What follows belongs to an exercise in optimizing a design on an open flow for small area and a short achievable clock period; a production flow would make more cautious choices. Only simulation tests tie the RTL to the original design; equivalence was not proved. No activity file was given, so power comes from the tool's default toggle rates.

**flow/run.sh**
```bash
#!/bin/bash
# synth_recipe.tcl (not shown) runs the flow's synth.tcl, then flattens the netlist and writes it again
# the make line also repeats each setting of config.mk as NAME=value (left out here)
make -C /OpenROAD-flow-scripts/flow DESIGN_CONFIG=/design/flow/config.mk WORK_HOME=/design/flow/orfs CLKGATE_MAP_FILE= SYNTH_SCRIPT=/design/flow/synth_recipe.tcl finish
```
**flow/config.mk**
```make
export PLATFORM = sky130hd
export DESIGN_NAME = data_mem_responder
export DESIGN_NICKNAME = data_mem_responder
export VERILOG_FILES = /design/flow/design.v
export SDC_FILE = /design/flow/constraint.sdc
export NUM_CORES = 4
export LEC_CHECK = 0
export CAP_MARGIN = 20
export CORE_MARGIN = 2
export CORE_UTILIZATION = 55
export CTS_CLUSTER_DIAMETER = 90
export CTS_CLUSTER_SIZE = 25
export SETUP_SLACK_MARGIN = 3.2
export SLEW_MARGIN = 20
export SYNTH_HIERARCHICAL = 1
```
**flow/constraint.sdc**
```tcl
create_clock -name core_clock -period 5.5 [get_ports {clk}]
set_input_delay 1.1000 -clock core_clock [delete_from_list [all_inputs] [get_ports {clk}]]
set_output_delay 1.1000 -clock core_clock [all_outputs]
set_load 0.01 [all_outputs]
```
**flow/design.v**
```verilog
package data_mem_responder_pkg;
    localparam logic [1:0] SZ_BYTE = 2'b00;
    localparam logic [1:0] SZ_HALF = 2'b01;
    localparam logic [1:0] SZ_WORD = 2'b10;
endpackage
module data_mem_responder_lane_align
(
    input  logic [31:0] word,
    input  logic [1:0]  addr,
    input  logic [1:0]  size,
    input  logic        sign_ext,
    input  logic        zero,
    output logic [31:0] load_ext
);
    logic [7:0] b0;
    logic [7:0] b1;
    logic       sgn;
    logic       is_byte;
    logic       is_word;
    always_comb begin
        is_byte = (size == 2'b00);
        is_word = (size == 2'b10);
        unique case (addr)
            2'b00: b0 = word[7:0];
            2'b01: b0 = word[15:8];
            2'b10: b0 = word[23:16];
            default: b0 = word[31:24];
        endcase
        b1  = addr[1] ? word[31:24] : word[15:8];
        sgn = sign_ext & (is_byte ? b0[7] : b1[7]);
        if (zero) begin
            load_ext = 32'h0;
        end else if (is_word) begin
            load_ext = word;
        end else if (is_byte) begin
            load_ext = {{24{sgn}}, b0};
        end else begin
            load_ext = {{16{sgn}}, b1, b0};
        end
    end
endmodule
module dmr_wport (
    input  logic [7:0] d,
    input  logic [7:0] p,
    input  logic       s,
    input  logic       sn,
    output logic [7:0] y
);
    assign y = ~((d | {8{sn}}) & (p | {8{s}}));
endmodule
module dmr_aoi222 (
    input  logic a0, b0, a1, b1, a2, b2,
    output logic y
);
    assign y = ~((a0 & b0) | (a1 & b1) | (a2 & b2));
endmodule
module dmr_aoi22 (
    input  logic a0, b0, a1, b1,
    output logic y
);
    assign y = ~((a0 & b0) | (a1 & b1));
endmodule
module dmr_nand4 (
    input  logic a, b, c, d,
    output logic y
);
    assign y = ~(a & b & c & d);
endmodule
module dmr_nand3 (
    input  logic a, b, c,
    output logic y
);
    assign y = ~(a & b & c);
endmodule
module dmr_nor3 (
    input  logic a, b, c,
    output logic y
);
    assign y = ~(a | b | c);
endmodule
module dmr_hold #(
    parameter int W = 1
) (
    input  logic [W-1:0] a,
    input  logic         sa,
    input  logic [W-1:0] b,
    input  logic         sb,
    input  logic [W-1:0] q,
    output logic [W-1:0] y
);
    assign y = sa ? a : (sb ? b : q);
endmodule
module data_mem_responder (
    input  logic        clk,
    input  logic        reset,
    input  logic        req_valid,
    output logic        req_ready,
    input  logic        req_write,
    input  logic [1:0]  req_size,
    input  logic        req_signed,
    input  logic [7:0]  req_addr,
    input  logic [31:0] req_wdata,
    output logic        rsp_valid,
    input  logic        rsp_ready,
    output logic [31:0] rsp_rdata,
    output logic        rsp_err
);
    logic        lat_write;
    logic [1:0]  lat_size;
    logic        lat_signed;
    logic [7:0]  lat_addr;
    logic [31:0] lat_wdata;
    logic        cap_first;      
    logic        cap_inv;        
    logic        ph1, ph2, ph3;
    logic        idle;
    logic        rvld;
    logic [2:0]  t;
    logic        pend;
    logic [31:0] sdata;
    logic [3:0]  smask;
    logic [3:0]  sring;
    logic [1:0]  sslot;
    logic [3:0]  wmask;
    logic        wpol;
    logic        fwd;            
    logic [31:0] q0 [16];
    logic [31:0] q1 [16];
    logic [31:0] q2 [16];
    logic [31:0] q3 [16];
    logic        misaligned;
    logic        cap;
    logic        wr_now;
    logic        commit;
    logic [31:0] lane_data;
    logic [3:0]  lane_mask;
    logic [31:0] load_ext;
    always_comb begin
        unique case (lat_size)
            data_mem_responder_pkg::SZ_BYTE: misaligned = 1'b0;
            data_mem_responder_pkg::SZ_HALF: misaligned = lat_addr[0];
            data_mem_responder_pkg::SZ_WORD: misaligned = (lat_addr[1:0] != 2'b00);
            default: misaligned = 1'b1;
        endcase
    end
    logic [2:0]  u0;
    logic [2:0]  uc;
    logic [31:0] oh;
    logic [31:0] oh_d;
    logic [31:0] tap_n;
    assign u0 = 3'(req_addr[3:2]) + t + 3'd1;
    assign uc = u0 + 3'(u0[0]);
    always_comb begin
        for (int i = 0; i < 32; i++) oh_d[i] = ({req_addr[7:4], uc[1]} == 5'(i));
    end
    logic [31:0] tp [32];
    always_comb begin
        for (int r = 0; r < 16; r++) begin
            tp[2*r]   = q0[r];
            tp[2*r+1] = q2[r];
        end
    end
    for (genvar j = 0; j < 32; j++) begin : g_rd
        logic [10:0] g;
        logic [2:0]  h;
        for (genvar k = 0; k < 10; k++) begin : g_a
            dmr_aoi222 u_a (
                .a0(tp[3*k][j]),   .b0(oh[3*k]),
                .a1(tp[3*k+1][j]), .b1(oh[3*k+1]),
                .a2(tp[3*k+2][j]), .b2(oh[3*k+2]),
                .y (g[k])
            );
        end
        dmr_aoi22 u_b (.a0(tp[30][j]), .b0(oh[30]), .a1(tp[31][j]), .b1(oh[31]), .y(g[10]));
        dmr_nand4 u_h0 (.a(g[0]), .b(g[1]), .c(g[2]),  .d(g[3]), .y(h[0]));
        dmr_nand4 u_h1 (.a(g[4]), .b(g[5]), .c(g[6]),  .d(g[7]), .y(h[1]));
        dmr_nand3 u_h2 (.a(g[8]), .b(g[9]), .c(g[10]),           .y(h[2]));
        dmr_nor3  u_o  (.a(h[0]), .b(h[1]), .c(h[2]), .y(tap_n[j]));
    end
    assign cap    = ((ph1 & cap_first) | (ph2 & ~cap_first)) & ~lat_write;
    assign commit = ph3 & ~reset & lat_write & ~misaligned;
    assign wr_now = |wmask;
    always_comb begin
        lane_data[7:0]   = lat_wdata[7:0];
        lane_data[15:8]  = (lat_size == data_mem_responder_pkg::SZ_BYTE) ? lat_wdata[7:0] : lat_wdata[15:8];
        lane_data[23:16] = (lat_size == data_mem_responder_pkg::SZ_WORD) ? lat_wdata[23:16] : lat_wdata[7:0];
        lane_data[31:24] = (lat_size == data_mem_responder_pkg::SZ_WORD) ? lat_wdata[31:24] :
                           (lat_size == data_mem_responder_pkg::SZ_HALF) ? lat_wdata[15:8] : lat_wdata[7:0];
        unique case (lat_size)
            data_mem_responder_pkg::SZ_BYTE: lane_mask = 4'b0001 << lat_addr[1:0];
            data_mem_responder_pkg::SZ_HALF: lane_mask = lat_addr[1] ? 4'b1100 : 4'b0011;
            default:                         lane_mask = 4'b1111;
        endcase
    end
    logic [31:0] word;
    always_comb begin
        word = lat_wdata ^ {32{cap_inv}};
        for (int b = 0; b < 4; b++) begin
            if (fwd && smask[b]) word[8*b +: 8] = sdata[8*b +: 8];
        end
    end
    data_mem_responder_lane_align u_lane_align (
        .word     (word),
        .addr     (lat_addr[1:0]),
        .size     (lat_size),
        .sign_ext (lat_signed),
        .zero     (lat_write | misaligned),
        .load_ext (load_ext)
    );
    always_ff @(posedge clk) begin
        if (reset) begin
            idle      <= 1'b1;
            rvld      <= 1'b0;
            req_ready <= 1'b1;
            rsp_valid <= 1'b0;
            ph1       <= 1'b0;
            ph2       <= 1'b0;
            ph3       <= 1'b0;
        end else begin
            idle      <= (idle & ~req_valid) | (rvld & rsp_ready);
            rvld      <= ph3 | (rvld & ~rsp_ready);
            req_ready <= (req_ready & ~req_valid) | (rsp_valid & rsp_ready);
            rsp_valid <= ph3 | (rsp_valid & ~rsp_ready);
            ph1       <= idle & req_valid;
            ph2       <= ph1;
            ph3       <= ph2;
        end
    end
    logic       pend_n;
    logic [1:0] slot_n;
    logic [3:0] mask_n;
    logic [2:0] uw;
    assign pend_n = (pend & ~wr_now) | commit;
    assign slot_n = commit ? lat_addr[3:2] : sslot;
    assign mask_n = commit ? lane_mask : smask;
    assign uw     = 3'(slot_n) + t + 3'd1;
    always_ff @(posedge clk) begin
        pend  <= pend_n;
        wmask <= {4{pend_n & (uw[1:0] == 2'd3)}} & mask_n;
        wpol  <= ~(uw[2] ^ (uw[1:0] == 2'd3));
        t     <= t + 3'd1;
        if (commit) begin
            sdata <= lane_data;
            smask <= lane_mask;
            sring <= lat_addr[7:4];
            sslot <= lat_addr[3:2];
        end
    end
    always_ff @(posedge clk) begin
        rsp_rdata <= load_ext;
        rsp_err   <= misaligned;
    end
    always_ff @(posedge clk) begin
        if (idle) begin
            cap_first  <= ~u0[0];
            cap_inv    <= ~uc[2];        
            fwd        <= 1'b0;
            lat_write  <= req_write;
            lat_size   <= req_size;
            lat_signed <= req_signed;
            lat_addr   <= req_addr;
        end else if (cap) begin
            fwd        <= pend & (sring == lat_addr[7:4]) & (sslot == lat_addr[3:2]);
        end
    end
    logic [31:0] oh_nxt;
    logic [31:0] wdata_nxt;
    dmr_hold #(.W(32)) u_oh_nxt (
        .a(oh_d), .sa(idle), .b(oh_d), .sb(1'b0), .q(oh), .y(oh_nxt)
    );
    dmr_hold #(.W(32)) u_wdata_nxt (
        .a(tap_n), .sa(cap), .b(req_wdata), .sb(idle), .q(lat_wdata), .y(wdata_nxt)
    );
    always_ff @(posedge clk) begin
        oh        <= oh_nxt;
        lat_wdata <= wdata_nxt;
    end
    logic [31:0] wdat;
    logic [15:0] wring;
    assign wdat = sdata ^ {32{wpol}};
    always_comb begin
        for (int r = 0; r < 16; r++) wring[r] = (sring == 4'(r));
    end
    for (genvar r = 0; r < 16; r++) begin : g_ring
        for (genvar b = 0; b < 4; b++) begin : g_lane
            logic       s;
            logic [7:0] nxt;
            assign s = wring[r] & wmask[b];
            dmr_wport u_w (
                .d (wdat[8*b +: 8]),
                .p (q3[r][8*b +: 8]),
                .s (s),
                .sn(~s),
                .y (nxt)
            );
            always_ff @(posedge clk) begin
                q0[r][8*b +: 8] <= nxt;
            end
        end
        always_ff @(posedge clk) begin
            q1[r] <= q0[r];
            q2[r] <= q1[r];
            q3[r] <= q2[r];
        end
    end
endmodule
```
==> impl_metrics.env <==
export IMPL_pre_cts_ws_ps=1670
export IMPL_worstReg2RegEnd="q0[11][29]"
export IMPL_worst_pin_slew_ps=1150
export IMPL_fmax_ghz=0.424
export IMPL_synthCells=4174
export IMPL_cp_required_ps=4400
export IMPL_synth_fa_ha_area_share_pct=0.145
export IMPL_layout_nets=4398
export IMPL_cts_inserted_buffers=98
export IMPL_synth_xor_area_share_pct=1.06
export IMPL_syn_num_nets=4228
export IMPL_cp_end_kind="output port"
export IMPL_finalClockSkew_ps=35.9
export IMPL_path_delay_family="flip-flops"
export IMPL_status="finished clean"
export IMPL_grt_start_max_net_pins=72
export IMPL_clk_path_buf_depth=3
export IMPL_slew_headroom_pct=23.0
export IMPL_fillers=8654
export IMPL_fp_coreArea_um2=112000
export IMPL_clock_root_buffer="clkbuf_16"
export IMPL_yosys_area_top_type="dfxtp_1"
export IMPL_wl_met3_mm=10.3
export IMPL_wire_per_inst_um=28.3
export IMPL_drive_above_1_share_pct=29.0
export IMPL_wl_met1_mm=77.1
export IMPL_worstPathCellList="buf_6"
export IMPL_via_count=34500
export IMPL_holdPathStages=0
export IMPL_cp_num_buf_inv=1
export IMPL_grt_overflow_total=0
export IMPL_grt_use_total_pct=28.0
export IMPL_ys_flop_type="dfxtp_1"
export IMPL_drc=0
export IMPL_yosysTopAreaCellShare_pct=69.9
export IMPL_synth_edf_count=50
export IMPL_critPathMaxFanout=1
export IMPL_fin_crit_ps=2360
export IMPL_p_total_mw=26.3
export IMPL_hold_violations=0
export IMPL_netlist_top_cells_count="dfxtp_1 (2,168), o22ai_2 (512), a222oi_1 (320)"
export IMPL_crit_slowest_cell="dfxtp_4"
export IMPL_avgSynthCellArea_um2=14.9
export IMPL_finalCritPeriodShare_pct=42.9
export IMPL_p_leak_nw=25.3
export IMPL_first_pass_iters=8
export IMPL_tns_ps=0
export IMPL_synth_compound_area_share_pct=17.7
export IMPL_r2r_cells=7
export IMPL_regArea_um2=45000
export IMPL_final_antenna_net_count=0
export IMPL_finalWorstSetupSlack_ps=3140
export IMPL_holdWs_ps=313
export IMPL_synth_top_family_by_area="compound AO/OA/AOI/OAI gates"
export IMPL_synth_seq_area_share_pct=72.3
export IMPL_utilization_pct=61.3
export IMPL_antenna_found_initial=2
export IMPL_dp_hpwl_mm=105
export IMPL_min_path_type="register to register"
export IMPL_area_growth_pct=10.9
export IMPL_die_x_um=340
export IMPL_dr_max_layer_used="met4"
export IMPL_rows=123
export IMPL_ios=83
export IMPL_place_area_um2=64300
export IMPL_final_cell_area_um2=68900
export IMPL_max_stage_delay_ps=410
export IMPL_grt_pass1_wl_mm=238
export IMPL_clock_sinks=2218
export IMPL_synth_seq_cells=2218
export IMPL_htree_levels=3
export IMPL_multiInputGateArea_um2=16100
export IMPL_grt_pass1_vias=33800
export IMPL_critPathKind="register to output port"
export IMPL_yosysUniqueCellTypes=64
export IMPL_reg2reg_setup_slack_ps=3220
export IMPL_die_height_um=340
export IMPL_cts_tree="done"
export IMPL_rsz0062_at_grt="yes"
export IMPL_via_per_inst=5.88
export IMPL_met2WireLength_mm=74.1
export IMPL_synth_area_um2=62100
export IMPL_dp_cells=5640
export IMPL_r2r_start="sring[1]"
export IMPL_hp_start="q1[14][14]"
export IMPL_async_flop_share_pct=0
export IMPL_start_util_pct=55.3
export IMPL_setup_viol=0
export IMPL_slew_violations=0
export IMPL_power_density_nw_per_um2=382
export IMPL_gp_congestion=0.907
export IMPL_first_iter_violations=4009
export IMPL_vdd_drop_max_uv=320
export IMPL_critPathArrivalTime_ps=1260
export IMPL_hold_buffers=0
export IMPL_min_to="q2[14][14]"
export IMPL_clk_pin_slew_worst_paths_ps=100
export IMPL_synth_simple_area_share_pct=3.91
export IMPL_routed_wl_mm=166
export IMPL_synth_most_common_cell="dfxtp_1"
export IMPL_io_buffers=82
export IMPL_n_antenna_cell=0
export IMPL_fin_cells=5858
export IMPL_worstSkewPairLatency_ps=730
export IMPL_maxCapViolCount=0
export IMPL_synth_mux_area_fraction_pct=1.71
export IMPL_die_area_um2=116000
export IMPL_cp_start_kind="register"
export IMPL_synth_area_leaders="dfxtp_1 (70%), o22ai_2 (10%), a222oi_1 (5.2%), edfxtp_1 (2.4%), buf_6 (1.3%)"
export IMPL_yosysWarnings=18
worst max-delay path by stage:
stage	startpoint	endpoint	slack, ps	cells after the start
after CTS	rsp_rdata[4]	rsp_rdata[4]	3110	1
after floorplan	reset	wpol	2680	9
after global placement	req_addr[2]	oh[1]	1660	10
after global routing	rsp_rdata[4]	rsp_rdata[4]	3080	1
after detailed placement	req_addr[2]	oh[1]	1670	10
final	rsp_rdata[8]	rsp_rdata[8]	3140	1
per-module statistics from Yosys, one instance, submodules excluded, a selection:
module	flip-flops and latches	copies in the design
dmr_nand3	0	32
dmr_aoi222	0	320
data_mem_responder_lane_align	0	1
dmr_nor3	0	32
dmr_nand4	0	64
dmr_wport	0	64
data_mem_responder	2218	1
dmr_aoi22	0	32
area by class of cell:
| cell class | instances | area share [%] |
|---|---|---|
| Clock buffer | 112 | 3.79 |
| Clock inverter | 2 | 0.0254 |
| Inverter | 78 | 0.792 |
| Multi-Input combinational cell | 1680 | 23.4 |
| Sequential cell | 2218 | 65.4 |
| Tap cell | 1500 | 2.72 |
| Timing Repair Buffer | 267 | 3.83 |
| Timing Repair inverter | 1 | 0.00727 |
registers in the layout, summed over array words and instances (netlist names), 2 cells and up:
| name | count |
|---|---|
| lat_addr | 8 |
| lat_size | 2 |
| lat_wdata | 32 |
| oh | 32 |
| q0 | 512 |
| q1 | 512 |
| q2 | 512 |
| q3 | 512 |
| rsp_rdata | 32 |
| sdata | 32 |
| smask | 4 |
| sring | 4 |
| sslot | 2 |
| t | 3 |
| wmask | 4 |
repair_timing:
action / 4_1_cts / 5_1_grt
pin swaps: 15 / 19
gates resized for setup: 386 / 55
gates cloned: 2 / 1
buffers inserted: 84 / 16
setup endpoints to repair: 661 / 413
logic make-up after synthesis:
family                   count (synthesis)
other                                    1
buffers and inverters                  276
XOR/XNOR                                75
AND/OR/NAND/NOR                        470
multiplexers                           102
flip-flops                            2218
adder cells (fa/ha/maj)                  6
AO/OA/AOI/OAI                         1026
power by group:
group / leakage (nW) / total, mW / internal [mW] / switching, mW
Clock: 1.29 / 8.12 / 3.37 / 4.75
Sequential: 18.6 / 16.5 / 16.2 / 0.249
Combinational: 5.48 / 1.70 / 0.513 / 1.19
routing by layer:
layer | track usage (%) | up-vias
met1 | 41.6 | 17500
met2 | 43.5 | 1117
met3 | 3.79 | 204
met5 | 0 | -
met4 | 6.77 | 0
li1 | - | 15700
cells in the final DEF (no fill, tap or decap), types with 6 or more instances in the layout:
cell type	n
dfxtp_1	2097
o22ai_2	512
a222oi_1	320
buf_4	153
nand2_1	137
clkbuf_16	104
mux2i_1	82
nand2_2	67
clkinvlp_4	64
nand4_1	64
o21ai_1	59
edfxtp_1	50
dfxtp_2	49
clkdlybuf4s50_1	44
o21ai_0	38
nor2_4	38
nand3_1	37
xnor2_1	36
buf_6	35
xor2_2	32
a22oi_2	32
nor3_2	32
buf_12	28
nor2_1	25
dfxtp_4	22
a21oi_1	19
mux2_2	18
nor2b_1	12
a211oi_1	10
o21ai_2	9
clkbuf_1	9
nor3_4	8
inv_1	8
xor2_1	7
nor2_2	7
and2b_1	6
a221oi_1	6

-- afterwards: timing with drivers on the ports --
No port has a modelled driver above. Below, the same layout with a new extraction and two added sets of constraints.
Step 1 (the two cells are an assumption about what drives the block):
set clk [get_ports {clk}]
set_driving_cell -lib_cell sky130_fd_sc_hd__clkbuf_16 $clk
set_driving_cell -lib_cell sky130_fd_sc_hd__buf_2 [delete_from_list [all_inputs] $clk]
Step 2 times the ports against the registers' clock, not the clock port: input delays grow and output delays shrink by t, the midpoint of the rising clock arrivals with the driver on.
Slacks: no drivers / after step 1 / after step 2; pairs: no drivers / after step 1.
t (ns): 0.791
setup WS [ns]: 3.143 / 3.069 / 2.484
worst hold slack (ns): 0.313 / 0.313 / 0.313
After both steps this run still meets setup and hold. The setup slack of this run moves by -0.074 ns with the drivers and by -0.659 ns with both steps.
